This is an optimization exercise on Yosys and OpenROAD, whose aim is small area, a short achievable clock period and few clock cycles, not a production implementation.
At most, simulation tests tie the RTL to the original design; equivalence was not proved.

== the previous run ==
==> module srls_seq, before the edit <==
module srls_seq (
  input  wire logic        clk,
  input  wire logic        rst_n,
  input  wire logic        start,
  input  wire logic        closed_n,
  input  wire logic [37:0] sum,
  input  wire logic [8:0]  n,
  input  wire logic [15:0] w,
  input  wire logic [14:0] s_prev,
  input  wire logic        b_idle,
  input  wire logic        b_idle_n,
  input  wire logic        ov,
  input  wire logic        ov_n,
  input  wire logic        out_stall,
  output logic             ready,
  output logic             ready_n,
  output logic             ready2_n,
  output logic             xfer,
  output logic [14:0]      rms,
  output logic [14:0]      smoothed
);
  logic        busy, done;
  logic [4:0]  cnt;
  logic [29:0] dq;
  logic [9:0]  dr;
  logic [8:0]  nd;
  logic [1:0]  qp;
  logic [18:0] sr;
  logic [14:0] root;
  logic [30:0] acc;
  logic        busy_n, done_n, start_n;
  logic [4:0]  cnt_n;
  logic        step;
  logic [9:0]  x1, x2, y1, y2;
  logic [18:0] sx, sy;
  logic        sbit, rbit, sbit_r;
  logic [15:0] sp;
  logic [16:0] hadd;
  assign step = busy && !done;
  assign xfer = done && b_idle && (!ov || !out_stall);
  assign busy_n   = rst_n && (start || (busy && !xfer));
  assign done_n   = rst_n && !start && busy && !xfer && (done || cnt == 5'd16);
  assign cnt_n    = start ? 5'd0 : (step ? cnt + 5'd1 : cnt);
  assign ready_n  = !busy_n || (done_n && b_idle_n && !ov_n);
  assign start_n  = closed_n && ready_n;
  assign ready2_n = !start_n && (!busy_n || ((done_n || cnt_n == 5'd16) && b_idle_n && !ov_n));
  always_ff @(posedge clk) begin
    busy  <= busy_n;
    done  <= done_n;
    ready <= ready_n;
  end
  assign y1 = {dr[8:0], dq[29]};
  assign x1 = dr[9] ? (y1 + {1'b0, nd}) : (y1 - {1'b0, nd});
  assign y2 = {x1[8:0], dq[28]};
  assign x2 = x1[9] ? (y2 + {1'b0, nd}) : (y2 - {1'b0, nd});
  assign sy = {sr[16:0], qp};
  assign sx = sr[18] ? (sy + {2'b0, root, 2'b11}) : (sy - {2'b0, root, 2'b01});
  assign rbit = root[0];
  assign sp   = {1'b0, s_prev};
  assign sbit = sp[4'(5'd15 - cnt)];
  always_comb begin
    case ({rbit, sbit_r})
      2'b10:   hadd = {1'b0, w};
      2'b01:   hadd = {1'b0, ~w};
      2'b11:   hadd = 17'h10000;
      default: hadd = '0;
    endcase
  end
  always_ff @(posedge clk) begin
    if (start) begin
      dr   <= {3'b0, sum[37:31]};
      dq   <= sum[30:1];
      nd   <= n;
      qp   <= 2'b00;
      sr   <= '0;
      root <= '0;
      acc  <= 31'd1;
      cnt  <= '0;
    end else if (step) begin
      cnt    <= cnt_n;
      sbit_r <= sbit;
      dr     <= x2;
      dq     <= {dq[27:0], 2'b00};
      qp     <= {!x1[9], !x2[9]};
      if (!cnt[4]) begin
        sr   <= sx;
        root <= {root[13:0], !sx[18]};
      end
      if (cnt >= 5'd2) begin
        acc <= {acc[29:0], (sbit_r && !rbit)} + 31'(hadd);
      end
    end
  end
  assign rms      = root;
  assign smoothed = acc[30:16];
endmodule
==> module srls_map, before the edit <==
module srls_map (
  input  wire logic        clk,
  input  wire logic        rst_n,
  input  wire logic        load,
  input  wire logic [14:0] rms,
  input  wire logic [14:0] smoothed,
  input  wire logic [14:0] th,
  input  wire logic [14:0] d,
  input  wire logic [11:0] lo,
  input  wire logic [11:0] hi,
  input  wire logic        out_stall,
  output logic             idle,
  output logic             idle_n,
  output logic             out_valid,
  output logic             ov_n,
  output logic [14:0]      out_rms,
  output logic [14:0]      out_sm,
  output logic [11:0]      out_rad
);
  logic        busy, above, ovf;
  logic [3:0]  cnt;
  logic [27:0] pr;
  logic        fin, busy_n;
  logic [12:0] dlt;
  logic        neg;
  logic [11:0] amag;
  logic [15:0] h;
  logic [17:0] t;
  logic [16:0] ov;
  logic [16:0] x1, x2, y1, y2;
  logic [13:0] rs;
  logic [11:0] rad;
  assign fin    = busy && ((cnt == 4'd0 && !above) || cnt == 4'd13);
  assign busy_n = rst_n && (load || (busy && !fin));
  assign ov_n   = rst_n && (fin || (out_valid && out_stall));
  assign idle   = !busy;
  assign idle_n = !busy_n;
  assign dlt  = {1'b0, hi} - {1'b0, lo};
  assign neg  = dlt[12];
  assign amag = neg ? 12'(-dlt) : dlt[11:0];
  assign h    = 16'((d - 15'(neg)) >> 1);
  assign t  = 18'(pr[27:12]) + (pr[0] ? 18'(out_sm) : 18'd0)
                             + (pr[1] ? {2'b0, out_sm, 1'b0} : 18'd0);
  assign ov = {1'b0, pr[27:12]} - {2'b0, d};
  assign y1 = {pr[27:12], pr[11]};
  assign x1 = pr[27] ? (y1 + {2'b0, d}) : (y1 - {2'b0, d});
  assign y2 = {x1[15:0], pr[10]};
  assign x2 = x1[16] ? (y2 + {2'b0, d}) : (y2 - {2'b0, d});
  assign rs = neg ? (14'(lo) - 14'(pr[11:0])) : (14'(lo) + 14'(pr[11:0]));
  always_comb begin
    if (ovf)          rad = neg ? 12'd0 : 12'd4095;
    else if (rs[13])  rad = 12'd0;
    else if (rs[12])  rad = 12'd4095;
    else              rad = rs[11:0];
  end
  always_ff @(posedge clk) begin
    busy      <= busy_n;
    out_valid <= ov_n;
    if (!rst_n) begin
      out_sm <= '0;
    end else if (load) begin
      out_sm <= smoothed;
    end
  end
  always_ff @(posedge clk) begin
    if (load) begin
      cnt     <= '0;
      above   <= smoothed > th;
      out_rms <= rms;
      pr      <= {h, amag};
    end else if (busy) begin
      cnt <= cnt + 4'd1;
      if (cnt <= 4'd5) begin
        pr <= {t, pr[11:2]};
      end else if (cnt == 4'd6) begin
        ovf <= !ov[16];
      end else if (cnt <= 4'd12) begin
        pr <= {x2[15:0], pr[9:0], !x1[16], !x2[16]};
      end
      if (fin) begin
        out_rad <= above ? rad : lo;
      end
    end
  end
endmodule
Settings: LEC_CHECK=0, CAP_MARGIN=20, CORE_MARGIN=2, CORE_UTILIZATION=40, SLEW_MARGIN=20; clock period 12.0 ns.
run.sh (not shown) runs the stock make flow with config.mk's settings and CLKGATE_MAP_FILE= SYNTH_SCRIPT=/design/flow/synth_recipe.tcl, a recipe that flattens the netlist after the stock synthesis.
diff inputs: the previous run => the current run
--- a/flow/design.v
+++ b/flow/design.v
@@ -599,13 +599,13 @@
     done  <= done_n;
     ready <= ready_n;
   end
   assign y1 = {dr[8:0], dq[29]};
-  assign x1 = dr[9] ? (y1 + {1'b0, nd}) : (y1 - {1'b0, nd});
+  assign x1 = 10'(({y1, 1'b1} + {{1'b0, nd} ^ {10{!dr[9]}}, !dr[9]}) >> 1);
   assign y2 = {x1[8:0], dq[28]};
-  assign x2 = x1[9] ? (y2 + {1'b0, nd}) : (y2 - {1'b0, nd});
+  assign x2 = 10'(({y2, 1'b1} + {{1'b0, nd} ^ {10{!x1[9]}}, !x1[9]}) >> 1);
   assign sy = {sr[16:0], qp};
-  assign sx = sr[18] ? (sy + {2'b0, root, 2'b11}) : (sy - {2'b0, root, 2'b01});
+  assign sx = 19'(({sy, 1'b1} + {{2'b0, root} ^ {17{!sr[18]}}, 1'b1, sr[18], !sr[18]}) >> 1);
   assign rbit = root[0];
   assign sp   = {1'b0, s_prev};
   assign sbit = sp[4'(5'd15 - cnt)];
   always_comb begin
@@ -686,13 +686,13 @@
   assign amag = neg ? 12'(-dlt) : dlt[11:0];
   assign h    = 16'((d - 15'(neg)) >> 1);
   assign t  = 18'(pr[27:12]) + (pr[0] ? 18'(out_sm) : 18'd0)
                              + (pr[1] ? {2'b0, out_sm, 1'b0} : 18'd0);
-  assign ov = {1'b0, pr[27:12]} - {2'b0, d};
+  assign ov = 17'(({1'b0, pr[27:12], 1'b1} + {~{2'b0, d}, 1'b1}) >> 1);
   assign y1 = {pr[27:12], pr[11]};
-  assign x1 = pr[27] ? (y1 + {2'b0, d}) : (y1 - {2'b0, d});
+  assign x1 = 17'(({y1, 1'b1} + {{2'b0, d} ^ {17{!pr[27]}}, !pr[27]}) >> 1);
   assign y2 = {x1[15:0], pr[10]};
-  assign x2 = x1[16] ? (y2 + {2'b0, d}) : (y2 - {2'b0, d});
+  assign x2 = 17'(({y2, 1'b1} + {{2'b0, d} ^ {17{!x1[16]}}, !x1[16]}) >> 1);
   assign rs = neg ? (14'(lo) - 14'(pr[11:0])) : (14'(lo) + 14'(pr[11:0]));
   always_comb begin
     if (ovf)          rad = neg ? 12'd0 : 12'd4095;
     else if (rs[13])  rad = 12'd0;
Results
Higher number of placed cells counting well taps goes to the current run over the previous run.
Looking at standard cell core area, the current run sits 0.0017 sq mm above the previous run.
Number of buffers added to fix hold violations after cts: the previous run vs the current run identical
Re global-route wire length before repair: the previous run and the current run aren't equal, and the higher value belongs to the current run.
Both conditions hold for the current run: the flow ran to the end and the final layout passed the timing, design-rule and antenna checks.
Of the current run and the previous run, it is the current run that has the lower final worst-path cycle share.
Hold slack deteriorates in the current run relative to the previous run.
When the current run is measured against the previous run, its signed area change from the synthesized netlist to the final layout turns out 0.47 points lower.
Testbench counts of the current run, summed over its fixed seeds: cycles 6,957.
For the previous run, only the layout was checked, not whether the RTL still works.

[static timing again, ports no longer ideal]
Ports are ideal in the flow. The routed layouts listed here were re-timed in OpenROAD.
Step 1 (the two cells are an assumption about what drives the block):
set clk [get_ports {clk}]
set_driving_cell -lib_cell sky130_fd_sc_hd__clkbuf_16 $clk
set_driving_cell -lib_cell sky130_fd_sc_hd__buf_2 [delete_from_list [all_inputs] $clk]
Step 2 adds t to the input delays and takes it off the output delays; t is the mean of the earliest and latest rising clock arrival at the registers after step 1. Input paths then give back, and output paths get back, about the clock's delay inside the block.
Three values: no drivers, after step 1, after step 2; two values: the first two.
run	t (ns)	setup slack, ns	latest minus earliest clock arrival (ns)	worst register clock-pin slew, ns
the previous run	0.653	5.109 / 5.109 / 5.109	0.038 / 0.039	0.06 / 0.06
the current run	0.647	7.130 / 7.130 / 7.130	0.039 / 0.039	0.07 / 0.07
After both steps every run listed still meets setup and hold.
